Background: an optimization exercise with open tools, aiming at small area and a short achievable clock period. Do not read the settings as production practice. RTL that was checked went through simulation tests only; none was proved equivalent to the original. For runs 4 to 6, only the layout was checked, not whether the RTL still works. No activity file was given, so power comes from the tool's default toggle rates.

## flow/design.v

```verilog
`default_nettype none
`timescale 1ns/1ps
package spi_ram_pkg;
    localparam logic [1:0] CMD_WR_ADDR = 2'b00;
    localparam logic [1:0] CMD_WR_DATA = 2'b01;
    localparam logic [1:0] CMD_RD_ADDR = 2'b10;
    localparam logic [1:0] CMD_RD_DATA = 2'b11;
endpackage
`default_nettype wire
`default_nettype none
`timescale 1ns/1ps
module spi_sp_ram #(
    parameter int WIDTH = 8,
    parameter int RINGS = 32,
    parameter int SLOTS = 8
) (
    input  logic                         clk,
    input  logic                         wload,
    input  logic [7:0]                   waddr,
    input  logic [WIDTH-1:0]             wdata,
    input  logic [7:0]                   raddr,
    output logic                         hit,
    output logic [WIDTH-1:0]             dout
);
    localparam int SW = $clog2(SLOTS);
    logic [SW-1:0]                 r_phase;
    logic [RINGS*SLOTS*WIDTH-1:0]  r_ring;
    logic [7:0]                    r_whi;
    logic [3:0]                    r_wlo;
    logic                          r_rhit;
    logic [RINGS-1:0]              r_rsel;
    logic [SW-1:0]                 w_phase_nx;
    logic [WIDTH-1:0]              w_tap [RINGS];
    assign w_phase_nx = r_phase + 1'b1;
    always_ff @(posedge clk) begin
        r_phase <= w_phase_nx;
        r_whi   <= (!wload && (w_phase_nx == waddr[SW-1:0])) ? (8'd1 << waddr[7:5]) : 8'd0;
        r_wlo   <= 4'd1 << waddr[4:3];
        r_rhit  <= (r_phase == raddr[SW-1:0]);
        r_rsel  <= RINGS'(1) << raddr[7:SW];
    end
    genvar r, k;
    generate
        for (r = 0; r < RINGS; r++) begin : g_ring
            logic w_we;
            assign w_we = r_whi[r / 4] && r_wlo[r % 4];
            for (k = 0; k < SLOTS - 1; k++) begin : g_slot
                always_ff @(posedge clk) begin
                    r_ring[(r*SLOTS + k)*WIDTH +: WIDTH] <= r_ring[(r*SLOTS + k + 1)*WIDTH +: WIDTH];
                end
            end
            assign w_tap[r] = r_ring[(r*SLOTS + SLOTS - 1)*WIDTH +: WIDTH];
            always_ff @(posedge clk) begin
                r_ring[(r*SLOTS + SLOTS - 1)*WIDTH +: WIDTH] <=
                    w_we ? wdata : r_ring[(r*SLOTS)*WIDTH +: WIDTH];
            end
        end
    endgenerate
    always_comb begin
        dout = '0;
        for (int i = 0; i < RINGS; i++) dout = dout | (w_tap[i] & {WIDTH{r_rsel[i]}});
    end
    assign hit  = r_rhit;
endmodule
`default_nettype wire
`default_nettype none
`timescale 1ns/1ps
module spi_slave_ram_burst #(
    parameter int WIDTH     = 8,
    parameter int MEM_DEPTH = 256,
    parameter int AUTO_INC  = 1
) (
    input  logic clk,
    input  logic rst,
    input  logic SS_n,
    input  logic MOSI,
    output logic MISO,
    output logic busy,
    output logic frame_err
);
    logic             r_recv;
    logic             r_exec;
    logic             r_rdout;
    logic             r_done;
    logic             r_busy;
    logic [3:0]       r_cnt;
    logic [9:0]       r_shift;
    logic [7:0]       r_wr_addr;
    logic [7:0]       r_rd_addr;
    logic [7:0]       r_waddr;
    logic [7:0]       r_wdata;
    logic [7:0]       r_rbuf;
    logic             r_miso;
    logic             r_frame_err;
    logic [1:0]       w_cmd;
    logic [7:0]       w_payload;
    logic             w_hit;
    logic [7:0]       w_dout;
    logic             w_last;
    logic             w_wload;
    assign w_cmd     = r_shift[9:8];
    assign w_payload = r_shift[7:0];
    assign w_last    = (r_cnt == 4'd9);
    assign w_wload   = r_exec && (w_cmd == spi_ram_pkg::CMD_WR_DATA);
    spi_sp_ram #(
        .WIDTH (WIDTH)
    ) u_ram (
        .clk   (clk),
        .wload (w_wload),
        .waddr (r_waddr),
        .wdata (r_wdata),
        .raddr (r_rd_addr),
        .hit   (w_hit),
        .dout  (w_dout)
    );
    always_ff @(posedge clk) begin
        r_shift <= {r_shift[8:0], MOSI};
    end
    always_ff @(posedge clk) begin
        if (!r_busy || (r_recv && w_last))
            r_cnt <= '0;
        else if (r_recv || r_rdout)
            r_cnt <= r_cnt + 1'b1;
    end
    always_ff @(posedge clk) begin
        if (w_wload) begin
            r_waddr <= r_wr_addr;
            r_wdata <= w_payload;
        end
    end
    always_ff @(posedge clk) begin
        if (r_rdout)
            r_rbuf <= {r_rbuf[6:0], 1'b0};
        else if (w_hit)
            r_rbuf <= w_dout;
    end
    always_ff @(posedge clk or posedge rst) begin
        if (rst) begin
            r_recv      <= 1'b0;
            r_exec      <= 1'b0;
            r_rdout     <= 1'b0;
            r_done      <= 1'b0;
            r_busy      <= 1'b0;
            r_wr_addr   <= '0;
            r_rd_addr   <= '0;
            r_miso      <= 1'b0;
            r_frame_err <= 1'b0;
        end else begin
            r_recv      <= (!r_busy && !SS_n) || (r_recv && !SS_n && !w_last);
            r_exec      <= r_recv && !SS_n && w_last;
            r_rdout     <= (r_exec && !SS_n && (w_cmd == spi_ram_pkg::CMD_RD_DATA)) ||
                           (r_rdout && !SS_n && (r_cnt != 4'd8));
            r_done      <= (r_exec && !SS_n && (w_cmd != spi_ram_pkg::CMD_RD_DATA)) ||
                           (r_rdout && !SS_n && (r_cnt == 4'd8)) ||
                           (r_done && !SS_n);
            r_busy      <= !SS_n;
            r_miso      <= r_rdout && !SS_n && (r_cnt != 4'd8) && r_rbuf[7];
            r_frame_err <= r_recv && SS_n;
            if (r_exec) begin
                case (w_cmd)
                    spi_ram_pkg::CMD_WR_ADDR: r_wr_addr <= w_payload;
                    spi_ram_pkg::CMD_WR_DATA: r_wr_addr <= r_wr_addr + 1'b1;
                    spi_ram_pkg::CMD_RD_ADDR: r_rd_addr <= w_payload;
                    default:                  r_rd_addr <= r_rd_addr + 1'b1;
                endcase
            end
        end
    end
    assign MISO      = r_miso;
    assign busy      = r_busy;
    assign frame_err = r_frame_err;
endmodule
`default_nettype wire
```

## flow/run.sh

```bash
#!/bin/bash
# synth_recipe.tcl (not shown) runs the flow's synth.tcl, then flattens the netlist and writes it again
# the make line also repeats each setting of config.mk as NAME=value (left out here)
make -C /OpenROAD-flow-scripts/flow DESIGN_CONFIG=/design/flow/config.mk WORK_HOME=/design/flow/orfs CLKGATE_MAP_FILE= SYNTH_SCRIPT=/design/flow/synth_recipe.tcl finish
```

## flow/config.mk

```make
export PLATFORM = sky130hd
export DESIGN_NAME = spi_slave_ram_burst
export DESIGN_NICKNAME = spi_slave_ram_burst
export VERILOG_FILES = /design/flow/design.v
export SDC_FILE = /design/flow/constraint.sdc
export NUM_CORES = 4
export LEC_CHECK = 0
export ABC_AREA = 1
export CAP_MARGIN = 20
export CORE_MARGIN = 2
export CORE_UTILIZATION = 80
export CTS_BUF_LIST = sky130_fd_sc_hd__clkbuf_16
export CTS_CLUSTER_DIAMETER = 60
export CTS_CLUSTER_SIZE = 24
export SETUP_SLACK_MARGIN = 2.5
export SLEW_MARGIN = 20
export TNS_END_PERCENT = 100
```

## flow/constraint.sdc

```tcl
create_clock -name core_clock -period 4.5 [get_ports {clk}]
set_input_delay 0.9000 -clock core_clock [delete_from_list [all_inputs] [get_ports {clk}]]
set_output_delay 0.9000 -clock core_clock [all_outputs]
set_load 0.01 [all_outputs]
```

==> results of run 1 <==
## cell usage after synthesis
cell type	n
o31ai_1	1
clkinv_1	1
nor3_1	7
nor2_1	140
nand3_1	18
dfxtp_1	2111
xnor2_1	3
buf_2	43
nor3_2	1
nand2_4	1
nor2_4	2
xor2_1	6
nand3_2	2
o21a_1	1
buf_1	6
inv_2	11
a31oi_1	1
o21ai_0	2
dfrtp_1	22
buf_4	1
nand2_2	3
inv_1	36
edfxtp_1	23
o21ai_1	270
nor2_2	2
o22ai_1	1
ha_1	6
nand4_1	11
nand2_1	784
a21oi_1	20
clkbuf_1	51
or2_2	1
nand3b_1	1
## area by class of cell
class | instances | area share (%)
multi-input cells | 1284 | 10.2
diodes | 2 | 0.00946
flip-flops and latches | 2156 | 82.3
repair buffers | 17 | 0.253
clock buffers | 103 | 4.87
inverters | 48 | 0.348
clock inverters | 14 | 0.151
well taps | 790 | 1.87
## cell families (layout without fill, tap and decap cells)
kind of cell,count (synthesis),after routing,synth area share (%)
flops,2156,2156,87.8
other cells,0,2,0
buf+inv,149,182,1.25
compound gates,296,296,3.01
fa+ha+maj,6,6,0.152
xor+xnor,9,9,0.159
simple gates,973,973,7.61
## state kept, by name (all words and copies together), names as in the netlist, 8 cells and up
register	flops
r_rbuf	8
u_ram.r_whi	8
r_rd_addr	8
r_wr_addr	8
u_ram.r_ring	2048
r_shift	10
u_ram.r_rsel	32
r_waddr	8
r_wdata	8
## where the power goes
group	internal, uW	switching [uW]	leakage [uW]
Sequential	19100	10.2	0.0175
Combinational	10.7	23.0	0.00275
Clock	4120	5690	0.00134
## through the flow
stage	cells	hold WS (ns)	setup slack (ns)	power (uW)	instance area (sq um)
6_report	4414	0.312	2.40	29000	52900
5_1_grt	4412	0.319	2.37	29500	52900
4_1_cts	4412	0.306	2.37	28900	52900
3_5_place_dp	4294	0.312	2.49	19600	50200
3_3_place_gp	4294	0.309	2.55	19600	50200
2_1_floorplan	3589	0.310	2.89	19600	49500
## path summary, 6_finish.rpt
kind,slack [ns],cells past startpoint,to,from
max,2.40,1,busy,r_busy
min,0.31,0,u_ram.r_ring[978],u_ram.r_ring[986]
max reg2reg,2.48,3,u_ram.r_ring[250],r_wdata[2]
min reg2reg,0.31,0,u_ram.r_ring[978],u_ram.r_ring[986]
max in group asynchronous,3.26,2,r_wr_addr[3],rst
min in group asynchronous,0.70,2,r_wr_addr[6],rst
## per-layer routing
layer | part of all wire (%) | vias to the layer above | GRT usage [%] | routed length [um]
met5 | 0.010 | - | 0 | 12
met4 | 6.9 | 2 | 22.6 | 8030
met3 | 6.8 | 396 | 6.24 | 7920
met1 | 38 | 12373 | 46.4 | 44500
met2 | 48 | 1163 | 61.2 | 55900
li1 | - | 11137 | - | -
## timing repair
action                                  CTS  global route
hold buffers                              0             0
endpoints found under the setup margin    4             4
buffers inserted                          1             0
gates resized for setup                  13             2
==> run notes, run 1 <==
* Status: no timing/DRC/antenna violations
* Most frequent cells in the layout: dfxtp_1 (2,111), nand2_1 (784), o21ai_1 (270)
* CP endpoint kind: primary output
* CTS sink count at 2,156
* Setup TNS at 0 ns
* Routability cong. at 0.903
* # DRC at 0
* Total routed wirelength at 116,000 um
* Worst Hold Class: reg2reg
* Flops & latches, synth at 2,156
* NumNets Final at 3,617
* Area of the die at 0.0639 sq mm
* Htree depth at 3
* Final period util at 46.7%
* Fin crit period at 2.10 ns
* Worst skew pair latency at 0.70 ns
* Most common cell after layout, fill and taps aside: dfxtp_1
* Vias in the first global route at ~27k
* Finished Core Util at 86.0%
* Routed via count at 25.1k
* Syn Inst Count at 3,589
* Synthesized area at 0.0495 sq mm
* Endpoints failing setup at 0
* Relative slew slack at 31.7%
* Max-slew violations at 0
* Max clock buf depth at 3
* Post-synth cell types at 33
* CP Buf/Inv Count at 1
* Flip-flop and latch area at 0.0435 sq mm
* Largest net degree at the start of global routing at 33
* Rows at 91
* Sequential-to-total area share from yosys stat at 87.8%
* Syn_nets at 3,599
* Crit path max fanout at 2
* Clock skew at about 0.035 ns
* Measured slew at the worst slew-check pin at between 1 and 1.5 ns
* Pwr Density at 548 mW/mm^2
* # IOs at 7
* LEAKAGE at 0.0216 uW
* First-pass GRT wire length at around 170,000 um
* Crit path cell chain: buf_6
* Initial core utilization at 80.6%
* Initial antenna violation count at 5
* Arr. time, crit path at 1.20 ns
* Critical path's slowest cell: dfrtp_1
* DR iter-0 viols at 2,732
* Area occupied by multi-input gates at 0.00542 sq mm
* Drt pass-1 iters at 5
* Area leader, netlist: dfxtp_1
* CTS tree: built
* Reg clk slew, reported paths at 0.12 ns
* Synthesis Warnings at 3
* RSZ-0062 raised after global routing: yes
* Area share of the largest cell type after synthesis at 85.3%
* Top delay family on crit path: flip-flops
* Crit start category: flop
* Die span in y at 253 um
* Crit path kind: reg2out
* Fin. Hold Viols at 0
* Avg Synthesized Cell Area at 13.8 sq um
* Via density at 5.68
* IO buf count at 6
* Core Box Area at 0.0615 sq mm
* Total GRT Usage at between 30 and 40%
* Clock root buffer: clkbuf_16
* Fill cells at 2,386
* WP data required at 3.60 ns
* Worst vdd ir at approximately 0.43 mV
* Area grow syn2layout at 6.77%
* FMAX at 476 MHz
* Slowest stage delay, CP at 0.40 ns
* Gr ovfl total at 0
* Detail Route Antenna Nets at 0
* Average wire per standard cell at around 26 um
* DP HPWL at 63,800 um
* Fraction of layout instances using a drive strength above 1 at 4.03%
* TritonCTS buffer count at 100
* Leading post-synthesis cells by cell area: dfxtp_1 (85%), nand2_1 (5.9%), o21ai_1 (2.7%)
* Max Cap Violations at 0
* Die W at 253 um
==> run 2, diff against run 1 <==
--- a/flow/config.mk
+++ b/flow/config.mk
@@ -7,3 +7,2 @@
 export LEC_CHECK = 0
-export ABC_AREA = 1
 export CAP_MARGIN = 20
==> run notes, run 2 <==
* Status: no timing/DRC/antenna violations
* Core Box Area at 0.0606 sq mm
* Post-synth EDFFs at 23
* WP data required at 3.60 ns
* Most common cell after layout, fill and taps aside: dfxtp_1
* Pint at 23,300 uW
* Measured slew at the worst slew-check pin at ~1.1 ns
* Sequential-to-total area share from yosys stat at 88.4%
* Relative slew slack at 25.9%
* Htree depth at 3
* Gr ovfl total at 0
* Routed via count at 21.9k
* Routability cong. at around 1.0
* Crit start category: flop
* Clock skew at 0.0194 ns
* IO buf count at 6
* # IOs at 7
* Area of the die at 0.0635 sq mm
* Total GRT Usage at 35.4%
* Initial core utilization at around four fifths
* Largest register FFs at 2,048
* Reg2reg end: r_rbuf[7]
* Detail Route Antenna Nets at 0
* Reg2Reg Depth at 4
* Area share of the largest cell type after synthesis at 85.9%
* Fill cells at 2,187
* Sw power at 5610 uW
* Area leader, netlist: dfxtp_1
* Sequential Power Share at 66.2%
* DR iter-0 viols at 2,263
* Avg Synthesized Cell Area at 16.9 sq um
* Most frequent cells after synthesis: dfxtp_1 (2,111), mux2_2 (256), a22oi_1 (128), nand2_1 (66), clkbuf_1 (60)
* Total routed wirelength at 110,000 um
* Post-synth cell types at 42
* Area grow syn2layout at 7.09%
* Pwr Density at 548 mW/mm^2
* Combinational Power Share at 0.1%
* Worst vdd ir at approximately 0.45 mV
* Largest net degree at the start of global routing at 35
* Crit path kind: reg2out
* CTS tree: built
* Vias in the first global route at 23.0k
* Clock root buffer: clkbuf_16
* Crit path max fanout at 2
* Worst hold start: u_ram.r_ring[1176]
* LEAKAGE at ~0.021 uW
* TritonCTS buffer count at 99
* Die W at 252 um
* Worst Hold Class: reg2reg
* Largest regs: u_ram.r_ring: 2048 flops, u_ram.r_rsel: 32 flops, r_shift: 10 flops
* Switching share of power at roughly a fifth
* Flops & latches, synth at 2,156
* Async SR Flop Fraction at 1.02%
* Fin crit period at 2.14 ns
* CP endpoint kind: primary output
* Endpoints failing setup at 0
* Most frequent cells in the layout: dfxtp_1 (2,110), mux2_2 (256), a22oi_1 (126)
* First-pass GRT wire length at 158,000 um
* Critical path's slowest cell: dfrtp_1
* R2R setup slack at about 2.5 ns
* Fraction of layout instances using a drive strength above 1 at ~13%
* Worst r2r src: u_ram.r_rsel[14]
* Worst skew pair latency at 0.68 ns
* Arr. time, crit path at 1.24 ns
* Finished Layout Cells at ~3.7k
* Hold path cells at 0
* CTS sink count at between 2k and 2.5k
* Synthesis Warnings at 3
* Leading post-synthesis cells by cell area: dfxtp_1 (86%), mux2_2 (5.9%), a22oi_1 (2.0%)
* Top delay family on crit path: flip-flops
* Crit path cell chain: buf_6
* NumNets Final at 2,958
* Max-slew violations at 0
* Most frequent cell after synthesis: dfxtp_1
* # DRC at 0
* Via density at 5.86
* Pre-CTS setup slack at 1.95 ns
* Average wire per standard cell at 29.4 um
* Placed cells at ~3.6k
* Reg clk slew, reported paths at about 0.090 ns
* Initial antenna violation count at 5
* Max clock buf depth at 3
* Drt pass-1 iters at 6
* Synthesized area at 0.0492 sq mm
* Final period util at between 40% and 50%
* RSZ-0062 raised after global routing: yes
* DP HPWL at 64,000 um
* Prevailing post-synth register cell: dfxtp_1
* FMAX at 467 MHz
* Setup TNS at 0 ns
* Syn Inst Count at 2,907
* Fin. Hold Viols at 0
* Most flops, register: u_ram.r_ring
* Hold path endpoint: u_ram.r_ring[1168]
* CP Buf/Inv Count at 1
* Slowest stage delay, CP at approximately 0.43 ns
* Clock group share of total power at 33.6%
* Max Cap Violations at 0
* Die span in y at about 250 um
* Rows at 90
* Syn_nets at 2,917
* Setup slack after layout at about 2.4 ns
==> run 2: what timing repair did <==
| action | CTS | global route |
|---|---|---|
| hold buffers | 0 | 0 |
| setup endpoints to repair | 27 | 20 |
| buffers inserted | 1 | 0 |
| gates resized for setup | 16 | 4 |
==> run 2: worst max path at each step <==
stage / start / end / slack, ns / depth (start not counted)
after floorplan: r_shift[9] / r_waddr[0] / 2.82 / 3
after CTS: r_busy / busy / 2.33 / 1
after detailed placement: r_shift[8] / r_wdata[7] / 1.95 / 2
after global placement: r_shift[8] / r_wdata[3] / 2.09 / 2
final: r_busy / busy / 2.36 / 1
after global routing: r_busy / busy / 2.33 / 1
==> run 2: layer usage <==
metal,part of all wire (%),track usage [%],wire (um),vias to the layer above
met1,39,44.7,42600,10838
met4,6.7,19.8,7420,4
li1,-,-,-,9566
met3,7.3,7.35,8070,396
met2,47,57.8,52100,1136
met5,0.023,0,25,-
==> run 2: logic make-up after synthesis <==
group	Yosys count	synth area share, %
DFF	2156	88.4
muxes	257	5.88
and+or+nand+nor	202	1.99
AOI/OAI and AO/OA	192	2.68
buffers and inverters	85	0.679
xor gates and xnor gates	9	0.188
adders and majority gates	6	0.153
==> run 2: power by group through the flow <==
stage	Sequential, uW	Clock [uW]	Combinational (uW)
2_1_floorplan	19600	0	24.1
3_3_place_gp	19600	0	29.0
3_5_place_dp	19600	0	32.4
4_1_cts	19100	9730	36.5
5_1_grt	19100	10300	41.2
6_report	19100	9720	38.7
==> run 2: layout make-up <==
cell class / count / area, sq um / area share, %
Clock inverter: 12 / 76.3 / 0.145
Sequential cell: 2156 / 43500 / 82.6
Multi-Input combinational cell: 666 / 5380 / 10.2
Clock buffer: 103 / 2580 / 4.89
Antenna cell: 3 / 7.51 / 0.0143
Inverter: 10 / 37.5 / 0.0713
Tap cell: 782 / 978 / 1.86
Timing Repair Buffer: 15 / 125 / 0.238
==> run 2: through the flow <==
step	total power, uW	cell area (sq um)	hold slack [ns]	utilization [%]
2_1_floorplan	19600	49200	0.310	-
3_3_place_gp	19600	50000	0.310	82.5
3_5_place_dp	19600	50000	0.312	82.5
4_1_cts	28900	52700	0.321	86.9
5_1_grt	29500	52700	0.319	86.9
6_report	28900	52700	0.320	87.0
==> run 3, diff against run 2 <==
--- a/flow/config.mk
+++ b/flow/config.mk
@@ -9,8 +9,8 @@
 export CORE_MARGIN = 2
-export CORE_UTILIZATION = 80
+export CORE_UTILIZATION = 70
 export CTS_BUF_LIST = sky130_fd_sc_hd__clkbuf_16
 export CTS_CLUSTER_DIAMETER = 60
-export CTS_CLUSTER_SIZE = 24
+export CTS_CLUSTER_SIZE = 30
 export SETUP_SLACK_MARGIN = 2.5
 export SLEW_MARGIN = 20
-export TNS_END_PERCENT = 100
+export TNS_END_PERCENT = 10
==> run notes, run 3 <==
* Status: no timing/DRC/antenna violations
* Largest regs: u_ram.r_ring: 2048 flops, u_ram.r_rsel: 32 flops, r_shift: 10 flops
* CP endpoint kind: flop
* Average wire per standard cell at around 24 um
* Relative slew slack at approximately 28%
* Avg Synthesized Cell Area at ~17 sq um
* Crit path max fanout at 8
* Area of the die at slightly above 0.07 sq mm
* CTS tree: built
* Most frequent cells in the layout: dfxtp_1 (2,110), mux2_2 (256), a22oi_1 (126)
* DP HPWL at about 60,000 um
* Sequential-to-total area share from yosys stat at 88.4%
* Most frequent cell after synthesis: dfxtp_1
* Flops & latches, synth at 2,156
* Detail Route Antenna Nets at 0
* Die span in y at ~270 um
* IO buf count at 6
* Most frequent cells after synthesis: dfxtp_1 (2,111), mux2_2 (256), a22oi_1 (128), nand2_1 (66), clkbuf_1 (60)
* Top delay family on crit path: compound AO/OA/AOI/OAI gates
* Met3 usage at 3.16%
* Worst Hold Class: reg2reg
* Prevailing post-synth register cell: dfxtp_1
* Synthesized area at 0.0492 sq mm
* Routed via count at 20.3k
* Via density at 5.19
* Vias in the first global route at 20.0k
* GR peak layer: met2
* Largest register FFs at between 2k and 2.5k
* Met2 usage at 40.5%
* Post-synth cell types at 42
* Endpoints failing setup at 0
* Synthesis Warnings at 3
* Area leader, netlist: dfxtp_1
* R2R setup slack at 2.33 ns
* Clock root buffer: clkbuf_16
* Crit path cell chain: a22oi_1, nand4_1, nor4_1, o21ai_1
* Final period util at 48.3%
* Hold path endpoint: u_ram.r_ring[1094]
* Htree depth at 3
* Design area at between 0.05 and 0.06 sq mm
* Placed Area at 0.0502 sq mm
* Final hold slack at 0.313 ns
* Area share of the largest cell type after synthesis at 85.9%
* Fraction of layout instances using a drive strength above 1 at 13.3%
* Most common cell after layout, fill and taps aside: dfxtp_1
* Arr. time, crit path at 2.57 ns
* Critical path's slowest cell: a22oi_1
* Worst vdd ir at roughly 0.4 mV
* Crit start category: flop
* Total GRT Usage at approximately a quarter
* LEAKAGE at 0.0212 uW
* Worst skew pair latency at 0.67 ns
* Reg clk slew, reported paths at around 0.11 ns
* Worst r2r src: u_ram.r_rsel[27]
* CP Buf/Inv Count at 0
* Setup TNS at 0 ns
* Reg2reg end: r_rbuf[2]
* Fin crit period at about 2.2 ns
* Largest net degree at the start of global routing at 35
* Rows at a little under 100
* Core Box Area at 0.0698 sq mm
* Max clock buf depth at 3
* DR iter-0 viols at 1,512
* Pwr Density at around 540 mW/mm^2
* Async SR Flop Fraction at 1.02%
* Gr ovfl total at 0
* Fill cells at 4,012
* Area grow syn2layout at 7.29%
* Syn_nets at 2,917
* # IOs at 7
* Pre-CTS setup slack at just under 2 ns
* Initial core utilization at 70.5%
* Syn Inst Count at 2,907
* WP data required at approximately 4.9 ns
* Max Cap Violations at 0
* Hold path cells at 0
* # DRC at 0
* Finished Core Util at between 70 and 80%
* Total routed wirelength at 93,200 um
* Max-slew violations at 0
* Initial antenna violation count at 3
* Leading post-synthesis cells by cell area: dfxtp_1 (86%), mux2_2 (5.9%), a22oi_1 (2.0%)
* First-pass GRT wire length at 133,000 um
* Crit path kind: reg2reg
* Reg2Reg Depth at 4
* RSZ-0062 raised after global routing: yes
* Clock skew at 0.0226 ns
* Post-synth EDFFs at 23
* Worst hold start: u_ram.r_ring[1102]
* Drt pass-1 iters at 5
* Die W at 269 um
* Setup slack after layout at 2.33 ns
* Most flops, register: u_ram.r_ring
* CTS sink count at 2,156
* Slowest stage delay, CP at 0.60 ns
* Met1 Use GR at about two fifths
* FMAX at 461 MHz
* Measured slew at the worst slew-check pin at roughly 1.1 ns
* Fin. Hold Viols at 0
* TritonCTS buffer count at 88
* Routability cong. at 0.921
* NumNets Final at 2,947
[run 3: cell types whose count changed in the layout (fill, tap and decap cells not counted), sizes merged]
cell / before / now
clkinv: 0 / 13
clkbuf: 103 / 92
buf: 12 / 9
inv: 21 / 32
diode: 3 / 1
[run 3: report_power, final]
| group | internal (uW) | switching [uW] |
|---|---|---|
| clock | 3790 | 5530 |
| sequential | 19100 | 18.6 |
| combinational | 13.3 | 18.5 |
| total | 22900 | 5560 |
[run 3: cell families after synthesis]
logic type | synth area share [%]
fa+ha+maj | 0.153
xor+xnor | 0.188
simple gates | 1.99
buf+inv | 0.679
flops | 88.4
compound gates | 2.68
mux | 5.88
[run 3: final cells by class]
class,instances,area [sq um],share of cell area (%)
tap,940,1180,2.23
timing repair buffer,15,113,0.213
clock buffer,89,2230,4.22
clock inverter,36,350,0.664
sequential,2156,43500,82.4
antenna,1,2.50,0.00474
inverter,10,37.5,0.0711
multi-input combinational,666,5370,10.2
[run 3: metal layers]
metal / part of all wire, % / routed length (um)
met2: 45 / 42000
met5: 0 / 0
met1: 48 / 44500
met4: 3.1 / 2860
met3: 4.1 / 3810
[run 3: how the worst max path moves through the flow]
stage                                start          to  depth (start not counted)
after detailed placement        r_shift[8]  r_wdata[7]                          2
after floorplan                 r_shift[9]  r_waddr[0]                          3
after global routing                r_busy        busy                          1
after global placement          r_shift[8]  r_wdata[5]                          2
final                     u_ram.r_rsel[27]   r_rbuf[2]                          4
after CTS                           r_busy        busy                          1
[run 3: stage by stage]
stage / power [uW] / std cells
2_1_floorplan: 19600 / 2907
3_3_place_gp: 19600 / 3786
3_5_place_dp: 19600 / 3786
4_1_cts: 28600 / 3912
5_1_grt: 29300 / 3912
6_report: 28500 / 3913
[run 3: worst register-to-register path: stages, from the launching register on]
cell and delay (ns):
dfxtp_1 0.56, a22oi_1 0.61, nand4_1 0.35, nor4_1 0.31, o21ai_1 0.09
[run 3: repair_timing]
action,CTS,global route
setup buffers,1,0
endpoints found under the setup margin,24,23
hold buffers,0,0
gates resized for setup,8,5
==> run 4, diff against run 3 <==
--- a/flow/design.v
+++ b/flow/design.v
@@ -30,2 +30,5 @@
     logic                          r_rhit;
+    logic                          r_rhit2;
+    logic [WIDTH-1:0]              r_rpre;
+    logic [WIDTH-1:0]              w_rsel_tap;
     logic [RINGS-1:0]              r_rsel;
@@ -39,2 +42,4 @@
         r_rhit  <= (r_phase == raddr[SW-1:0]);
+        r_rhit2 <= r_rhit;
+        r_rpre  <= w_rsel_tap;
         r_rsel  <= RINGS'(1) << raddr[7:SW];
@@ -59,6 +64,7 @@
     always_comb begin
-        dout = '0;
-        for (int i = 0; i < RINGS; i++) dout = dout | (w_tap[i] & {WIDTH{r_rsel[i]}});
+        w_rsel_tap = '0;
+        for (int i = 0; i < RINGS; i++) w_rsel_tap = w_rsel_tap | (w_tap[i] & {WIDTH{r_rsel[i]}});
     end
-    assign hit  = r_rhit;
+    assign hit  = r_rhit2;
+    assign dout = r_rpre;
 endmodule
==> run notes, run 4 <==
* Status: no timing/DRC/antenna violations
* Crit path cell chain: a22oi_1, nand4_1, or4_1
* Clock skew at 0.0320 ns
* Fin crit period at 2.16 ns
* CTS tree: built
* Prevailing post-synth register cell: dfxtp_1
* Total GRT Usage at 26.4%
* Placed Area at 0.0505 sq mm
* Most frequent cells in the layout: dfxtp_1 (2,119), mux2_1 (257), a22oi_1 (126)
* Post-synth EDFFs at 23
* Crit path max fanout at 8
* Worst Hold Class: reg2reg
* Area grow syn2layout at 7.57%
* Flops & latches, synth at 2,165
* Post-Synth XOR/XNOR Area at 0.159%
* Post-Synth Adder-Cell Area at 0.152%
* Reg clk slew, reported paths at 0.11 ns
* Mux cell area share after synthesis at under 10%
* Clock root buffer: clkbuf_16
* Syn Inst Count at ~2.9k
* DP HPWL at 60,700 um
* Htree depth at 3
* Area share of the largest cell type after synthesis at 85.8%
* Setup TNS at 0 ns
* CTS sink count at between 2k and 2.5k
* Endpoints failing setup at 0
* Complex-gate fraction of the synthesized area at about 2.6%
* Post-synth cell types at 51
* Worst vdd ir at slightly above 0.4 mV
* Fraction of layout instances using a drive strength above 1 at 4.91%
* Area of the die at 0.0728 sq mm
* Average wire per standard cell at 24.3 um
* IO buf count at 6
* # DRC at 0
* Fin. Hold Viols at 0
* Initial antenna violation count at 10
* Slowest stage delay, CP at 0.60 ns
* FMAX at 462 MHz
* Critical path launch point: u_ram.r_rsel[30]
* Rows at 97
* Drt pass-1 iters at 5
* First-pass GRT wire length at roughly 140,000 um
* LEAKAGE at about 0.022 uW
* DR iter-0 viols at 1,445
* NumNets Final at 2,947
* Setup slack after layout at about 2.3 ns
* Max Cap Violations at 0
* Total routed wirelength at 95,300 um
* Arr. time, crit path at 2.68 ns
* Largest register FFs at 2,048
* Simple-Gate Fraction of Synth Area at 2.16%
* Synthesized area at 0.0495 sq mm
* Most common cell after layout, fill and taps aside: dfxtp_1
* Gr ovfl total at 0
* Most frequent cells after synthesis: dfxtp_1 (2,120), mux2_1 (257), a22oi_1 (128), clkbuf_1 (62), nand2_1 (48)
* Die span in y at 270 um
* Largest net degree at the start of global routing at 33
* Core Box Area at 0.0700 sq mm
* Relative slew slack at 38.0%
* Routability cong. at ~0.88
* Final period util at 48.1%
* Leading post-synthesis cells by cell area: dfxtp_1 (86%), mux2_1 (5.9%), a22oi_1 (1.9%)
* TritonCTS buffer count at 90
* Sequential-to-total area share from yosys stat at 88.3%
* Worst r2r src: u_ram.r_rsel[30]
* Initial core utilization at between 70% and 80%
* Largest family of logic cells by synthesized area: multiplexers
* RSZ-0062 raised after global routing: yes
* Routed via count at 20.4k
* Max clock buf depth at 3
* Hold-fix buffers, CTS at 0
* Most flops, register: u_ram.r_ring
* Synthesis Warnings at 3
* Crit path kind: reg2reg
* CP endpoint kind: flop
* Pwr Density at 542 mW/mm^2
* Crit start category: flop
* Most frequent cell after synthesis: dfxtp_1
* Tot Pwr at 28,900 uW
* Design area at 0.0532 sq mm
* Worst skew pair latency at 0.68 ns
* Vias in the first global route at around 21k
* Detail Route Antenna Nets at 0
* Max-slew violations at 0
* WP data required at 5.02 ns
* Async SR Flop Fraction at 1.02%
* Via density at between 5 and 6
* Critical path's slowest cell: or4_1
* Worst hold start: u_ram.r_ring[727]
* Measured slew at the worst slew-check pin at between 0.9 and 1 ns
* Die W at 270 um
* Area leader, netlist: dfxtp_1
* Avg Synthesized Cell Area at approximately 17 sq um
* Syn_nets at 2,916
* Pre-CTS setup slack at 2.24 ns
* Largest regs: u_ram.r_ring: 2048 flops, u_ram.r_rsel: 32 flops, r_shift: 10 flops
* # IOs at 7
## run 4: cell count changes after synthesis, moves of 4 or more
| cell | delta |
|---|---|
| a22o_1 | +6 |
| mux2_2 | -256 |
| nand2_1 | -18 |
| mux2_1 | +257 |
| dfxtp_1 | +9 |
| a21oi_1 | -11 |
| o21ai_0 | -9 |
| o21ai_1 | -5 |
| or4_1 | +8 |
| nor2_1 | -6 |
| o22ai_1 | -5 |
| buf_2 | -9 |
| a2bb2oi_1 | +4 |
| buf_1 | +7 |
## run 4: cells by family (layout without fill, tap and decap cells)
family / after synthesis / count (layout)
xor gates and xnor gates: 9 / 9
other: 0 / 2
muxes: 260 / 260
adders and majority gates: 6 / 6
AOI/OAI and AO/OA: 178 / 178
DFF: 2165 / 2165
and+or+nand+nor: 201 / 201
buffers and inverters: 87 / 157
## run 4: critical path, delay by kind of cell, from the launching register on
kind            cells  cell delay, ns
flops               1            0.57
compound gates      1            0.48
simple gates        2            0.96
## run 4: final cells by class
cell class / count / area, sq um
Clock buffer: 95 / 2380
Antenna cell: 2 / 5.00
Sequential cell: 2165 / 43700
Inverter: 11 / 41.3
Multi-Input combinational cell: 654 / 5460
Tap cell: 940 / 1180
Timing Repair Buffer: 15 / 113
Fill cell: 3971 / 16800
Clock inverter: 36 / 359
## run 4: final timing paths
check	slack, ns	endpoint	depth (start not counted)
setup / recovery	2.34	u_ram.r_rpre[7]	3
hold / removal	0.32	u_ram.r_ring[719]	0
setup reg to reg	2.34	u_ram.r_rpre[7]	3
hold reg to reg	0.32	u_ram.r_ring[719]	0
max in group asynchronous	3.24	r_rd_addr[4]	2
min in group asynchronous	0.72	r_rd_addr[5]	2
## run 4: stage by stage
| step | hold WS (ns) | util, % | cells |
|---|---|---|---|
| detailed placement | 0.312 | 72.1 | 3784 |
| CTS | 0.320 | 76.0 | 3916 |
| global placement | 0.310 | 72.1 | 3784 |
| global route | 0.327 | 76.0 | 3916 |
| floorplan | 0.310 | - | 2906 |
| finish | 0.316 | 76.0 | 3918 |
## run 4: power breakdown
group | switching, uW | internal, uW | leakage (uW)
clock | 5640 | 3980 | 0.00137
combinational | 17.5 | 14.4 | 0.00254
sequential | 18.8 | 19200 | 0.0176
total | 5680 | 23200 | 0.0215
## run 4: per-layer routing
| layer | vias to the layer above | track usage [%] | wire, um |
|---|---|---|---|
| li1 | 9613 | - | - |
| met1 | 10255 | 38.5 | 44800 |
| met2 | 441 | 42.2 | 44200 |
| met3 | 117 | 3.31 | 3780 |
| met4 | 0 | 7.44 | 2490 |
| met5 | - | 0 | 0 |
## run 4: timing repair
action                                 4_1_cts  5_1_grt
setup buffers                                1        0
setup endpoints to repair                   18       22
resized for setup                           14        1
endpoints found under the hold margin        0        0
==> run 5, diff against run 4 <==
--- a/flow/config.mk
+++ b/flow/config.mk
@@ -13,4 +13,4 @@
 export CTS_CLUSTER_SIZE = 30
-export SETUP_SLACK_MARGIN = 2.5
+export SETUP_SLACK_MARGIN = 2.38
 export SLEW_MARGIN = 20
-export TNS_END_PERCENT = 10
+export TNS_END_PERCENT = 100
==> run notes, run 5 <==
* FMAX at 463 MHz
* Routed via count at ~20k
* Largest register FFs at 2,048
* Die W at between 200 and 300 um
* Pwr Density at 543 mW/mm^2
* Drt pass-1 iters at 5
* CTS sink count at 2,165
* Async SR Flop Fraction at 1.02%
* Measured slew at the worst slew-check pin at 0.955 ns
* Prevailing post-synth register cell: dfxtp_1
* Setup TNS at 0 ns
* Initial antenna violation count at 10
* DP HPWL at 60,700 um
* Fraction of layout instances using a drive strength above 1 at under 10%
* Flops & latches, synth at 2,165
* Area grow syn2layout at 7.58%
* CP endpoint: u_ram.r_rpre[7]
* Endpoints failing setup at 0
* Max-slew violations at 0
* Slowest stage delay, CP at 0.60 ns
* Crit path kind: reg2reg
* Critical path's slowest cell: or4_1
* Reg2Reg Depth at 3
* Synthesized area at a little under 0.05 sq mm
* Largest net degree at the start of global routing at 33
* # DRC at 0
* WP data required at between 5 and 6 ns
* Clock skew at 0.0297 ns
* Worst Hold Class: reg2reg
* Worst vdd ir at about 0.40 mV
* Syn_nets at about 2.9k
* Arr. time, crit path at 2.68 ns
* Fin. Hold Viols at 0
* Leading post-synthesis cells by cell area: dfxtp_1 (86%), mux2_1 (5.9%), a22oi_1 (1.9%)
* Reg clk slew, reported paths at 0.11 ns
* Finished Layout Cells at about 3.9k
* Syn Inst Count at 2,906
* Vias in the first global route at 20.6k
* Post-synth cell types at 51
* Sequential-to-total area share from yosys stat at 88.3%
* Area leader, netlist: dfxtp_1
* Placed cells at 3,784
* Largest regs: u_ram.r_ring: 2048 flops, u_ram.r_rsel: 32 flops, r_shift: 10 flops
* Top delay family on crit path: simple AND/OR/NAND/NOR gates
* Setup slack after layout at about 2.3 ns
* CP Buf/Inv Count at 0
* TritonCTS buffer count at 90
* Routability cong. at 0.883
* Most frequent cells after synthesis: dfxtp_1 (2,120), mux2_1 (257), a22oi_1 (128), clkbuf_1 (62), nand2_1 (48)
* Gr ovfl total at 0
* Initial core utilization at 70.6%
* Most frequent cell after synthesis: dfxtp_1
* Rows at 97
* Max Cap Violations at 0
* Die span in y at about 270 um
* # IOs at 7
* Total routed wirelength at 95,300 um
* Worst r2r src: u_ram.r_rsel[30]
* Hold-fix buffers, CTS at 0
* R2R setup slack at 2.34 ns
* Most frequent cells in the layout: dfxtp_1 (2,118), mux2_1 (257), a22oi_1 (125)
* Avg Synthesized Cell Area at between 15 and 20 sq um
* Fill cells at 3,970
* Final period util at 48.0%
* Fin crit period at 2.16 ns
* Status: no timing/DRC/antenna violations
* Htree depth at 3
* WP depth at 3
* Crit path cell chain: a22oi_1, nand4_1, or4_1
* Reg2reg end: u_ram.r_rpre[7]
* Core Box Area at 0.0700 sq mm
* IO buf count at 6
* Worst skew pair latency at roughly 0.67 ns
* Detail Route Antenna Nets at 0
* Most flops, register: u_ram.r_ring
* Critical path launch point: u_ram.r_rsel[30]
* LEAKAGE at 0.0215 uW
* Area share of the largest cell type after synthesis at 85.8%
* Crit start category: flop
* First-pass GRT wire length at 138,000 um
* CP endpoint kind: flop
* DR iter-0 viols at 1,434
* NumNets Final at 2,947
* Clock root buffer: clkbuf_16
* Most common cell after layout, fill and taps aside: dfxtp_1
* Pre-CTS setup slack at 2.24 ns
* Post-synth EDFFs at 23
* Max clock buf depth at 3
* Relative slew slack at between 30% and 40%
* Area of the die at 0.0728 sq mm
* RSZ-0062 raised after global routing: yes
* Average wire per standard cell at 24.3 um
* CTS tree: built
* Total GRT Usage at 26.4%
* Crit path max fanout at 8
* Via density at 5.23
* Synthesis Warnings at 3
## run 5: cell counts after synthesis
No cell type changed its count.
## run 5: routing by layer
layer | up-vias | global-route usage (%) | part of all wire [%]
met4 | 0 | 7.44 | 2.7
met2 | 444 | 42.2 | 46
li1 | 9617 | - | -
met3 | 123 | 3.31 | 4.0
met5 | - | 0 | 0
met1 | 10299 | 38.6 | 47
## run 5: what timing repair did
item,CTS,global route
pin swaps,1,0
cloned,0,0
setup buffers,1,0
gates resized for setup,14,2
setup endpoints to repair,6,11
## run 5: metrics by stage
stage	cell area (sq um)	total power (uW)	hold WS, ns	utilization [%]
6_report	53200	28900	0.315	76.0
5_1_grt	53200	29600	0.327	76.0
4_1_cts	53200	29000	0.320	76.0
3_5_place_dp	50500	19700	0.312	72.1
3_3_place_gp	50500	19700	0.310	72.1
2_1_floorplan	49500	19700	0.310	-
## run 5: worst min path at each step
| stage | cells after the start | endpoint | from |
|---|---|---|---|
| final | 0 | u_ram.r_ring[719] | u_ram.r_ring[727] |
| after detailed placement | 0 | u_ram.r_ring[1028] | u_ram.r_ring[1036] |
| after floorplan | 0 | u_ram.r_rhit2 | u_ram.r_rhit |
| after CTS | 0 | u_ram.r_ring[719] | u_ram.r_ring[727] |
| after global placement | 0 | u_ram.r_ring[1741] | u_ram.r_ring[1749] |
| after global routing | 0 | u_ram.r_ring[1575] | u_ram.r_ring[1583] |
## run 5: area by class of cell
type                       instances  area [sq um]  area share [%]
sequential                      2165         43700            82.1
multi-input combinational        654          5460            10.3
clock buffer                      95          2380            4.47
tap                              940          1180            2.21
clock inverter                    36           359           0.675
timing repair buffer              15           113           0.212
inverter                          11          41.3          0.0776
antenna                            2          5.00         0.00940
## run 5: cells by family after synthesis
kind of cell    synth area share (%)
compound gates                  2.63
flops                           88.3
simple gates                    2.16
xor+xnor                       0.159
fa+ha+maj                      0.152
mux                             5.91
buf+inv                        0.683
## run 5: where the power goes
| part | total, uW | internal [uW] | switching [uW] |
|---|---|---|---|
| sequential | 19200 | 19200 | 18.9 |
| clock | 9630 | 3980 | 5660 |
| combinational | 31.8 | 14.4 | 17.4 |
| total | 28900 | 23200 | 5690 |
==> run 6, diff against run 5 <==
--- a/flow/config.mk
+++ b/flow/config.mk
@@ -13,3 +13,3 @@
 export CTS_CLUSTER_SIZE = 30
-export SETUP_SLACK_MARGIN = 2.38
+export SETUP_SLACK_MARGIN = 2.2
 export SLEW_MARGIN = 20
==> run notes, run 6 <==
* Leading post-synthesis cells by cell area: dfxtp_1 (86%), mux2_1 (5.9%), a22oi_1 (1.9%)
* Fill cells at 3,973
* Post-synth cell types at between 50 and 60
* Hold-fix buffers, CTS at 0
* Initial core utilization at 70.6%
* Vias in the first global route at 20.6k
* Async SR Flop Fraction at slightly above 1%
* Fin. Hold Viols at 0
* Critical path's slowest cell: dfxtp_1
* First-pass GRT wire length at ~140,000 um
* Crit path kind: reg2reg
* Finished Core Util at 76.0%
* Sequential-to-total area share from yosys stat at 88.3%
* Average wire per standard cell at 24.3 um
* Htree depth at 3
* Measured slew at the worst slew-check pin at 1.05 ns
* Via density at 5.20
* RSZ-0062 raised after global routing: no
* Crit path max fanout at 8
* NumNets Final at 2,946
* Status: no timing/DRC/antenna violations
* Most flops, register: u_ram.r_ring
* Worst skew pair latency at 0.67 ns
* Worst r2r src: u_ram.r_rsel[24]
* Hold path cells at 0
* Prevailing post-synth register cell: dfxtp_1
* # IOs at 7
* Flops & latches, synth at 2,165
* Fin crit period at ~2.3 ns
* DP HPWL at 60,700 um
* Most frequent cell after synthesis: dfxtp_1
* Slowest stage delay, CP at 0.60 ns
* Total routed wirelength at 95,200 um
* Avg Synthesized Cell Area at around 17 sq um
* Arr. time, crit path at 2.81 ns
* Synthesis Warnings at 3
* Routed via count at ~20k
* # DRC at 0
* Fraction of layout instances using a drive strength above 1 at 4.67%
* Most frequent cells in the layout: dfxtp_1 (2,120), mux2_1 (257), a22oi_1 (128)
* Syn_nets at 2,916
* Syn Inst Count at 2,906
* Max-slew violations at 0
* Endpoints failing setup at 0
* Gr ovfl total at 0
* CTS sink count at 2,165
* Reg2Reg Depth at 3
* Critical path launch point: u_ram.r_rsel[24]
* Area of the die at 0.0728 sq mm
* Final hold slack at approximately 0.31 ns
* Finished Layout Cells at between 3k and 4k
* Setup TNS at 0 ns
* Pwr Density at 543 mW/mm^2
* Core Box Area at 0.0700 sq mm
* Initial antenna violation count at 10
* CP endpoint kind: flop
* DR iter-0 viols at about 1.4k
* Max clock buf depth at 3
* Placed cells at 3,784
* Detail Route Antenna Nets at 0
* Worst hold start: u_ram.r_ring[727]
* TritonCTS buffer count at 90
* Die span in y at 270 um
* Largest regs: u_ram.r_ring: 2048 flops, u_ram.r_rsel: 32 flops, r_shift: 10 flops
* Final period util at roughly half
* Area grow syn2layout at 7.56%
* Area share of the largest cell type after synthesis at a little under nine tenths
* Post-synth EDFFs at 23
* Most frequent cells after synthesis: dfxtp_1 (2,120), mux2_1 (257), a22oi_1 (128), clkbuf_1 (62), nand2_1 (48)
* Area occupied by multi-input gates at roughly 0.0054 sq mm
* Relative slew slack at ~30%
* Total GRT Usage at 26.4%
* Flip-flop and latch area at 0.0437 sq mm
* Rows at 97
* Max Cap Violations at 0
* Crit start category: flop
* LEAKAGE at 0.0215 uW
* Clock root buffer: clkbuf_16
* Crit path cell chain: a22oi_1, nand4_1, or4_1
* FMAX at ~440 MHz
* Largest net degree at the start of global routing at 33
* Most common cell after layout, fill and taps aside: dfxtp_1
* Reg clk slew, reported paths at 0.11 ns
* Worst Hold Class: reg2reg
* Synthesized area at 0.0495 sq mm
* Drt pass-1 iters at 5
* Area leader, netlist: dfxtp_1
* CTS tree: built
* Worst vdd ir at roughly 0.40 mV
* Clock skew at 0.0291 ns
* Die W at 270 um
* WP data required at approximately 5 ns
* IO buf count at 6
* Routability cong. at 0.883
* Largest register FFs at between 2k and 2.5k
## run 6: cell type report
| class | instances | share of cell area (%) |
|---|---|---|
| inverter | 11 | 0.0776 |
| timing repair buffer | 14 | 0.221 |
| sequential | 2165 | 82.1 |
| tap | 940 | 2.21 |
| antenna | 2 | 0.00941 |
| multi-input combinational | 654 | 10.2 |
| clock buffer | 95 | 4.47 |
| clock inverter | 36 | 0.675 |
## run 6: path summary, 6_finish.rpt
path	slack (ns)	to
min	0.31	u_ram.r_ring[719]
min reg2reg	0.31	u_ram.r_ring[719]
max	2.21	u_ram.r_rpre[7]
min in group asynchronous	0.72	r_rd_addr[5]
max reg2reg	2.21	u_ram.r_rpre[7]
max in group asynchronous	3.24	r_rd_addr[4]
## run 6: critical path: cells and delay by family (launching register included)
kind            cells  cell delay (ns)
flops               1             0.60
compound gates      1             0.60
simple gates        2             0.93
## run 6: logic make-up after synthesis
group,count (synthesis),share of synthesized area [%]
AO/OA/AOI/OAI,178,2.63
XOR/XNOR,9,0.159
adder cells (fa/ha/maj),6,0.152
buffers and inverters,87,0.683
flip-flops,2165,88.3
multiplexers,260,5.91
AND/OR/NAND/NOR,201,2.16
## run 6: report_power, final
group	internal (uW)	switching (uW)
Sequential	19200	19.0
Clock	3980	5650
Combinational	14.3	17.2
Total	23200	5690
## run 6: metal layers
metal	track usage (%)	routed length (um)
met5	0	0
met4	7.44	2550
met3	3.31	3760
met2	42.2	44000
met1	38.5	44900
## run 6: timing repair
| action | CTS | global route |
|---|---|---|
| buffers inserted | 0 | 0 |
| setup endpoints to repair | 3 | 1 |
| gates resized for setup | 3 | 1 |
## run 6: metrics by stage
step	total power [uW]	cell area, sq um	worst slack, ns
floorplan	19700	49500	2.97
global placement	19700	50500	2.31
detailed placement	19700	50500	2.24
CTS	29000	53200	2.20
global route	29600	53200	2.23
finish	28900	53200	2.21
==> run 7, diff against run 6 <==
--- a/flow/design.v
+++ b/flow/design.v
@@ -19,3 +19,3 @@
     input  logic [7:0]                   waddr,
-    input  logic [WIDTH-1:0]             wdata,
+    input  logic [WIDTH-1:0]             wdata_n,
     input  logic [7:0]                   raddr,
@@ -30,5 +30,2 @@
     logic                          r_rhit;
-    logic                          r_rhit2;
-    logic [WIDTH-1:0]              r_rpre;
-    logic [WIDTH-1:0]              w_rsel_tap;
     logic [RINGS-1:0]              r_rsel;
@@ -42,4 +39,2 @@
         r_rhit  <= (r_phase == raddr[SW-1:0]);
-        r_rhit2 <= r_rhit;
-        r_rpre  <= w_rsel_tap;
         r_rsel  <= RINGS'(1) << raddr[7:SW];
@@ -59,3 +54,3 @@
                 r_ring[(r*SLOTS + SLOTS - 1)*WIDTH +: WIDTH] <=
-                    w_we ? wdata : r_ring[(r*SLOTS)*WIDTH +: WIDTH];
+                    w_we ? ~wdata_n : r_ring[(r*SLOTS)*WIDTH +: WIDTH];
             end
@@ -64,7 +59,6 @@
     always_comb begin
-        w_rsel_tap = '0;
-        for (int i = 0; i < RINGS; i++) w_rsel_tap = w_rsel_tap | (w_tap[i] & {WIDTH{r_rsel[i]}});
+        dout = '0;
+        for (int i = 0; i < RINGS; i++) dout = dout | (w_tap[i] & {WIDTH{r_rsel[i]}});
     end
-    assign hit  = r_rhit2;
-    assign dout = r_rpre;
+    assign hit  = r_rhit;
 endmodule
@@ -96,3 +90,3 @@
     logic [7:0]       r_waddr;
-    logic [7:0]       r_wdata;
+    logic [7:0]       r_wdata_n;
     logic [7:0]       r_rbuf;
@@ -116,3 +110,3 @@
         .waddr (r_waddr),
-        .wdata (r_wdata),
+        .wdata_n (r_wdata_n),
         .raddr (r_rd_addr),
@@ -133,3 +127,3 @@
             r_waddr <= r_wr_addr;
-            r_wdata <= w_payload;
+            r_wdata_n <= ~w_payload;
         end
--- a/flow/config.mk
+++ b/flow/config.mk
@@ -7,9 +7,10 @@
 export LEC_CHECK = 0
+export ABC_AREA = 1
 export CAP_MARGIN = 20
 export CORE_MARGIN = 2
-export CORE_UTILIZATION = 70
+export CORE_UTILIZATION = 80
 export CTS_BUF_LIST = sky130_fd_sc_hd__clkbuf_16
 export CTS_CLUSTER_DIAMETER = 60
-export CTS_CLUSTER_SIZE = 30
-export SETUP_SLACK_MARGIN = 2.2
+export CTS_CLUSTER_SIZE = 24
+export SETUP_SLACK_MARGIN = 2.5
 export SLEW_MARGIN = 20
==> run notes, run 7 <==
* Status: no timing/DRC/antenna violations
* Rows at 91
* IO buf count at 6
* Pwr Density at about 550 mW/mm^2
* Largest register FFs at 2,048
* CP endpoint: busy
* Post-synth cell types at 28
* Area leader, netlist: dfxtp_1
* Total GRT Usage at a little under two fifths
* Fraction of layout instances using a drive strength above 1 at about 3.7%
* RSZ-0062 raised after global routing: yes
* Most frequent cells in the layout: dfxtp_1 (2,111), nand2_1 (784), o21ai_0 (269)
* Max clock buf depth at 3
* Reg clk slew, reported paths at 0.09 ns
* Flops & latches, synth at 2,156
* Die span in y at 253 um
* Slowest stage delay, CP at ~0.4 ns
* Drt pass-1 iters at 11
* Endpoints failing setup at 0
* Initial antenna violation count at 10
* Initial core utilization at between 80% and 90%
* Post-synth EDFFs at 23
* Placed cells at 4,288
* Htree depth at 3
* Avg Synthesized Cell Area at 13.8 sq um
* Worst skew pair latency at 0.70 ns
* Area of the die at 0.0639 sq mm
* Area share of the largest cell type after synthesis at 85.3%
* # IOs at 7
* Synthesized area at just under 0.05 sq mm
* Crit path max fanout at 2
* Vias in the first global route at roughly 27k
* CTS sink count at between 2k and 2.5k
* Gr ovfl total at 0
* Clock skew at around 0.026 ns
* Reg2reg end: r_cnt[3]
* Leading post-synthesis cells by cell area: dfxtp_1 (85%), nand2_1 (5.9%), o21ai_0 (2.7%)
* Clock root buffer: clkbuf_16
* CP Buf/Inv Count at 1
* Prevailing post-synth register cell: dfxtp_1
* WP data required at 3.60 ns
* WP depth at 1
* Die W at 253 um
* Most common cell after layout, fill and taps aside: dfxtp_1
* Routability cong. at approximately 1
* Finished Layout Cells at 4,410
* Measured slew at the worst slew-check pin at 0.922 ns
* Most frequent cell after synthesis: dfxtp_1
* Crit path cell chain: buf_2
* Sequential-to-total area share from yosys stat at between 80% and 90%
* Arr. time, crit path at 1.23 ns
* Average wire per standard cell at 26.8 um
* Core Box Area at just over 0.06 sq mm
* Most flops, register: u_ram.r_ring
* Syn_nets at 3,595
* CTS tree: built
* DR iter-0 viols at 3,449
* Worst vdd ir at 0.465 mV
* Crit start category: flop
* R2R setup slack at 2.40 ns
* Worst Hold Class: reg2reg
* DP HPWL at between 60,000 and 70,000 um
* First-pass GRT wire length at 172,000 um
* TritonCTS buffer count at 100
* Setup TNS at 0 ns
* CP endpoint kind: primary output
* NumNets Final at 3,612
* Most frequent cells after synthesis: dfxtp_1 (2,111), nand2_1 (784), o21ai_0 (269), nor2_1 (138), buf_2 (71)
* Via density at roughly 5.8
* Worst r2r src: r_rdout
* Fin. Hold Viols at 0
* Critical path launch point: r_busy
* Detail Route Antenna Nets at 0
* Synthesis Warnings at 3
* Final period util at between 40% and 50%
* Fin crit period at 2.13 ns
* Largest regs: u_ram.r_ring: 2048 flops, u_ram.r_rsel: 32 flops, r_shift: 10 flops
* LEAKAGE at 0.0216 uW
* Top delay family on crit path: flip-flops
* Async SR Flop Fraction at 1.02%
* Area grow syn2layout at 6.68%
* Largest net degree at the start of global routing at 31
* Total routed wirelength at 118,000 um
* Critical path's slowest cell: dfrtp_1
* Crit path kind: reg2out
* Relative slew slack at between 30% and 40%
* Reg2Reg Depth at 5
* Final hold slack at approximately 0.32 ns
* Max Cap Violations at 0
* FMAX at 470 MHz
* # DRC at 0
* Routed via count at 25.6k
* Max-slew violations at 0
* Fill cells at 2,413
* Syn Inst Count at about 3.6k
run 7: what timing repair did:
action	in CTS	in global routing
hold buffers	0	0
endpoints found under the setup margin	12	3
setup buffers	1	1
gates resized for setup	15	0
run 7: metal layers:
metal	track usage (%)	vias to the layer above	part of all wire [%]	wire (um)
met4	22.3	8	7.2	8510
met3	10.2	548	9.6	11300
met5	0.0772	-	0.044	52
li1	-	11116	-	-
met2	59.8	1538	46	54400
met1	46.9	12394	37	43900
run 7: logic make-up after synthesis:
family | after synthesis | synth area share, %
flops | 2156 | 87.8
xor+xnor | 11 | 0.194
compound gates | 295 | 3.00
simple gates | 969 | 7.52
fa+ha+maj | 6 | 0.152
buf+inv | 148 | 1.35
run 7: how the worst min path moves through the flow:
stage                            start                  to  slack (ns)  depth (start not counted)
CTS                  u_ram.r_ring[346]   u_ram.r_ring[338]        0.32                          0
global placement    u_ram.r_ring[1375]  u_ram.r_ring[1367]        0.31                          0
finish               u_ram.r_ring[346]   u_ram.r_ring[338]        0.32                          0
floorplan              u_ram.r_ring[8]     u_ram.r_ring[0]        0.31                          0
global route         u_ram.r_ring[346]   u_ram.r_ring[338]        0.32                          0
detailed placement  u_ram.r_ring[1198]  u_ram.r_ring[1190]        0.31                          0
run 7: power breakdown:
| group | leakage (uW) | internal, uW | switching, uW |
|---|---|---|---|
| Sequential | 0.0175 | 19100 | 8.14 |
| Combinational | 0.00277 | 10.5 | 22.9 |
| Clock | 0.00135 | 4100 | 5700 |
run 7: final cells by class:
type,instances,area [sq um],share of cell area (%)
Antenna cell,1,2.50,0.00473
Clock buffer,102,2550,4.83
Clock inverter,17,118,0.223
Inverter,46,175,0.331
Multi-Input combinational cell,1281,5390,10.2
Sequential cell,2156,43500,82.3
Tap cell,790,988,1.87
Timing Repair Buffer,17,134,0.253
run 7: per-stage QoR:
stage / instance area (sq um) / power (uW) / utilization, % / setup WS, ns
floorplan: 49600 / 19600 / - / 3.16
global placement: 50200 / 19600 / 81.6 / 2.39
detailed placement: 50200 / 19600 / 81.6 / 2.38
CTS: 52800 / 28900 / 86.0 / 2.36
global route: 52900 / 29600 / 86.0 / 2.33
finish: 52900 / 28900 / 86.0 / 2.37
==> run 8, diff against run 7 <==
--- a/flow/config.mk
+++ b/flow/config.mk
@@ -7,6 +7,5 @@
 export LEC_CHECK = 0
-export ABC_AREA = 1
 export CAP_MARGIN = 20
 export CORE_MARGIN = 2
-export CORE_UTILIZATION = 80
+export CORE_UTILIZATION = 88
 export CTS_BUF_LIST = sky130_fd_sc_hd__clkbuf_16
==> run notes, run 8 <==
* Sequential-to-total area share from yosys stat at 89.3%
* Synthesized area at between 0.04 and 0.05 sq mm
* Post-synth cell types at 39
* Post-synth EDFFs at 23
* Die W at between 200 and 250 um
* Flops & latches, synth at 2,156
* First Err: Error: detail_place.tcl, 38 bad optional access
* Most frequent cells after synthesis: dfxtp_1 (2,111), nand2_1 (321), o21ai_1 (276), a22oi_1 (128), clkbuf_1 (55)
* Syn_nets at 3,213
* Die span in y at 239 um
* Avg Synthesized Cell Area at 15.2 sq um
* Rows at 86
* Prevailing post-synth register cell: dfxtp_1
* Leading post-synthesis cells by cell area: dfxtp_1 (87%), o21ai_1 (2.8%), nand2_1 (2.5%)
* Status: did not finish
* Syn Inst Count at 3,203
* Routability cong. at 0.977
* Most frequent cell after synthesis: dfxtp_1
* Area leader, netlist: dfxtp_1
* Synthesis Warnings at 3
* Async SR Flop Fraction at between 1 and 1.5%
* IO buf count at 6
* Initial core utilization at slightly below 90%
* Area share of the largest cell type after synthesis at 86.7%
* # IOs at 7
* Fail Step: detailed placement (3_5_place_dp)
[run 8: cell types whose count changed after synthesis, moves of 91 or more]
cell and change:
nor2_1 -91, nand2_1 -463, o21ai_1 +274, o21ai_0 -263
a22oi_1 +128
[run 8: kinds of logic after synthesis]
logic type / synth area share (%)
buffers and inverters: 1.06
flip-flops: 89.3
multiplexers: 0.0205
AND/OR/NAND/NOR: 4.01
XOR/XNOR: 0.190
adder cells (fa/ha/maj): 0.154
AO/OA/AOI/OAI: 5.30
[run 8: worst max-delay path by stage]
stage,startpoint,endpoint,cells after the start
floorplan,r_shift[9],r_waddr[0],2
global placement,r_shift[8],r_wdata_n[2],2
[run 8: power by group through the flow]
stage                   Combinational [uW]  Sequential (uW)  Clock, uW
after floorplan                       25.4            19600          0
after global placement                31.3            19600          0
[run 8: through the flow]
step              setup slack (ns)  cells  area (sq um)  hold slack [ns]
global placement              2.16   3816         49300            0.310
floorplan                     2.86   3203         48700            0.310
==> run 9, diff against run 8 <==
--- a/flow/config.mk
+++ b/flow/config.mk
@@ -9,3 +9,3 @@
 export CORE_MARGIN = 2
-export CORE_UTILIZATION = 88
+export CORE_UTILIZATION = 84
 export CTS_BUF_LIST = sky130_fd_sc_hd__clkbuf_16
==> run notes, run 9 <==
* Avg Synthesized Cell Area at 15.2 sq um
* Largest family of logic cells by synthesized area: compound AO/OA/AOI/OAI gates
* Post-Synth Adder-Cell Area at 0.154%
* Simple-Gate Fraction of Synth Area at 4.01%
* Die span in y at 245 um
* Synthesized area at 0.0487 sq mm
* Most frequent cell after synthesis: dfxtp_1
* Area leader, netlist: dfxtp_1
* DP HPWL at approximately 75,000 um
* Most frequent cells after synthesis: dfxtp_1 (2,111), nand2_1 (321), o21ai_1 (276), a22oi_1 (128), clkbuf_1 (55)
* Post-Synth XOR/XNOR Area at less than 1%
* Complex-gate fraction of the synthesized area at 5.30%
* Sequential-to-total area share from yosys stat at 89.3%
* Die W at 245 um
* IO buf count at 6
* Status: did not finish
* Syn Inst Count at roughly 3.2k
* Mux cell area share after synthesis at 0.0205%
* Routability cong. at 0.950
* Initial core utilization at between 80 and 90%
* Post-synth EDFFs at 23
* Leading post-synthesis cells by cell area: dfxtp_1 (87%), o21ai_1 (2.8%), nand2_1 (2.5%)
* # IOs at 7
* Synthesis Warnings at 3
* Async SR Flop Fraction at under 10%
* Syn_nets at 3,213
* First Err: [ERROR DPL-0033] detailed placement checks failed during check placement.
* Area share of the largest cell type after synthesis at 86.7%
* Post-synth cell types at 39
* Prevailing post-synth register cell: dfxtp_1
* Flops & latches, synth at between 2k and 2.5k
* Rows at 88
* Fail Step: detailed placement (3_5_place_dp)
run 9: cell counts after synthesis:
Identical to the previous run, type by type.
run 9: power groups by stage:
stage                   registers [uW]  clock network (uW)  logic [uW]
after floorplan                  19600                   0        25.4
after global placement           19600                   0        35.7
run 9: how the worst max path moves through the flow:
stage                        start           end  slack, ns  cells after the start
after global placement  r_shift[8]  r_wdata_n[4]       2.46                      3
after floorplan         r_shift[9]    r_waddr[0]       2.86                      2
run 9: cell families after synthesis:
group                    Yosys count
AO/OA/AOI/OAI                    449
XOR/XNOR                           9
adder cells (fa/ha/maj)            6
buffers and inverters            123
flip-flops                      2156
multiplexers                       1
AND/OR/NAND/NOR                  459
run 9: through the flow:
step / instances / setup WS [ns] / total power, uW / hold slack (ns) / cell area (sq um)
floorplan: 3203 / 2.86 / 19600 / 0.310 / 48700
global placement: 3878 / 2.46 / 19600 / 0.309 / 49400
==> run 10, diff against run 9 <==
--- a/flow/config.mk
+++ b/flow/config.mk
@@ -9,6 +9,6 @@
 export CORE_MARGIN = 2
-export CORE_UTILIZATION = 84
+export CORE_UTILIZATION = 80
 export CTS_BUF_LIST = sky130_fd_sc_hd__clkbuf_16
-export CTS_CLUSTER_DIAMETER = 60
-export CTS_CLUSTER_SIZE = 24
+export CTS_CLUSTER_DIAMETER = 40
+export CTS_CLUSTER_SIZE = 20
 export SETUP_SLACK_MARGIN = 2.5
==> run notes, run 10 <==
* # IOs at 7
* Rows at 90
* Complex-gate fraction of the synthesized area at under 10%
* Avg Synthesized Cell Area at 15.2 sq um
* Fail Step: clock tree synthesis (4_1_cts)
* Hold-fix buffers, CTS at 0
* Post-synth EDFFs at 23
* CTS sink count at around 2.2k
* Area share of the largest cell type after synthesis at 86.7%
* Largest family of logic cells by synthesized area: compound AO/OA/AOI/OAI gates
* Sequential-to-total area share from yosys stat at roughly 89%
* Synthesis Warnings at 3
* Resize count post-CTS at 42
* TritonCTS buffer count at 145
* Status: did not finish
* DP HPWL at 65,200 um
* Post-synth cell types at 39
* Die span in y at between 200 and 300 um
* Clock root buffer: clkbuf_16
* Htree depth at 4
* Setup bufs post-CTS at 2
* Max clock buf depth at 3
* Simple-Gate Fraction of Synth Area at between 4 and 5%
* IO buf count at 6
* Synthesized area at about 0.049 sq mm
* Async SR Flop Fraction at 1.02%
* Mux cell area share after synthesis at less than 1%
* First Err: [ERROR DPL-0033] detailed placement checks failed during check placement.
* Syn_nets at 3,213
* Prevailing post-synth register cell: dfxtp_1
* Syn Inst Count at 3,203
* Most frequent cells after synthesis: dfxtp_1 (2,111), nand2_1 (321), o21ai_1 (276), a22oi_1 (128), clkbuf_1 (55)
* Routability cong. at a little over 0.9
* Leading post-synthesis cells by cell area: dfxtp_1 (87%), o21ai_1 (2.8%), nand2_1 (2.5%)
* Area leader, netlist: dfxtp_1
* Most frequent cell after synthesis: dfxtp_1
* Post-Synth Adder-Cell Area at 0.154%
* Flops & latches, synth at between 2k and 2.5k
* Post-Synth XOR/XNOR Area at 0.190%
* Pre-CTS setup slack at 1.99 ns
* Die W at 251 um
* Initial core utilization at 80.9%
run 10: through the flow:
stage | util [%] | std cells | cell area [sq um]
3_5_place_dp | 82.0 | 3893 | 49400
3_3_place_gp | 82.0 | 3893 | 49400
2_1_floorplan | - | 3203 | 48700
run 10: power by group through the flow:
stage          clock network (uW)  logic (uW)  registers (uW)
3_5_place_dp                    0        33.7           19600
3_3_place_gp                    0        31.7           19600
2_1_floorplan                   0        25.4           19600
run 10: how the worst max path moves through the flow:
stage | to | slack [ns] | cells after the start
after detailed placement | r_wdata_n[0] | 1.99 | 2
after floorplan | r_waddr[0] | 2.86 | 2
after global placement | r_wdata_n[3] | 2.14 | 2
run 10: cell families after synthesis:
family | count (synthesis)
and+or+nand+nor | 459
adders and majority gates | 6
xor gates and xnor gates | 9
buffers and inverters | 123
AOI/OAI and AO/OA | 449
DFF | 2156
muxes | 1

re-timing with driven ports:
Ports are ideal in the flow. The routed layouts listed here were re-timed in OpenROAD.
Step 1 assumes that a clkbuf_16 drives the clock port and a buf_2 every other input.
Step 2 times the ports against the registers' clock, not the clock port: input delays grow and output delays shrink by t, the midpoint of the rising clock arrivals with the driver on.
a / b / c = ideal ports / drivers / drivers and shift; a / b = the first two.
run | t, ns | setup slack, ns | clock arrival spread, ns | worst register clock-pin slew, ns | worst data-port slew with drivers (ns)
run 1 | 0.753 | 2.399 / 2.330 / 2.477 | 0.053 / 0.052 | 0.12 / 0.12 | 0.03
run 2 | 0.734 | 2.359 / 2.294 / 2.474 | 0.024 / 0.024 | 0.10 / 0.10 | 0.05
run 3 | 0.730 | 2.329 / 2.329 / 2.329 | 0.023 / 0.023 | 0.11 / 0.11 | 0.03
run 4 | 0.728 | 2.337 / 2.334 / 2.337 | 0.032 / 0.033 | 0.11 / 0.11 | 0.03
run 5 | 0.726 | 2.341 / 2.340 / 2.341 | 0.031 / 0.031 | 0.11 / 0.11 | 0.03
run 6 | 0.724 | 2.212 / 2.206 / 2.212 | 0.030 / 0.029 | 0.11 / 0.11 | 0.03
run 7 | 0.756 | 2.373 / 2.300 / 2.400 | 0.031 / 0.031 | 0.10 / 0.10 | 0.03
After both steps setup and hold are still met in every run listed.
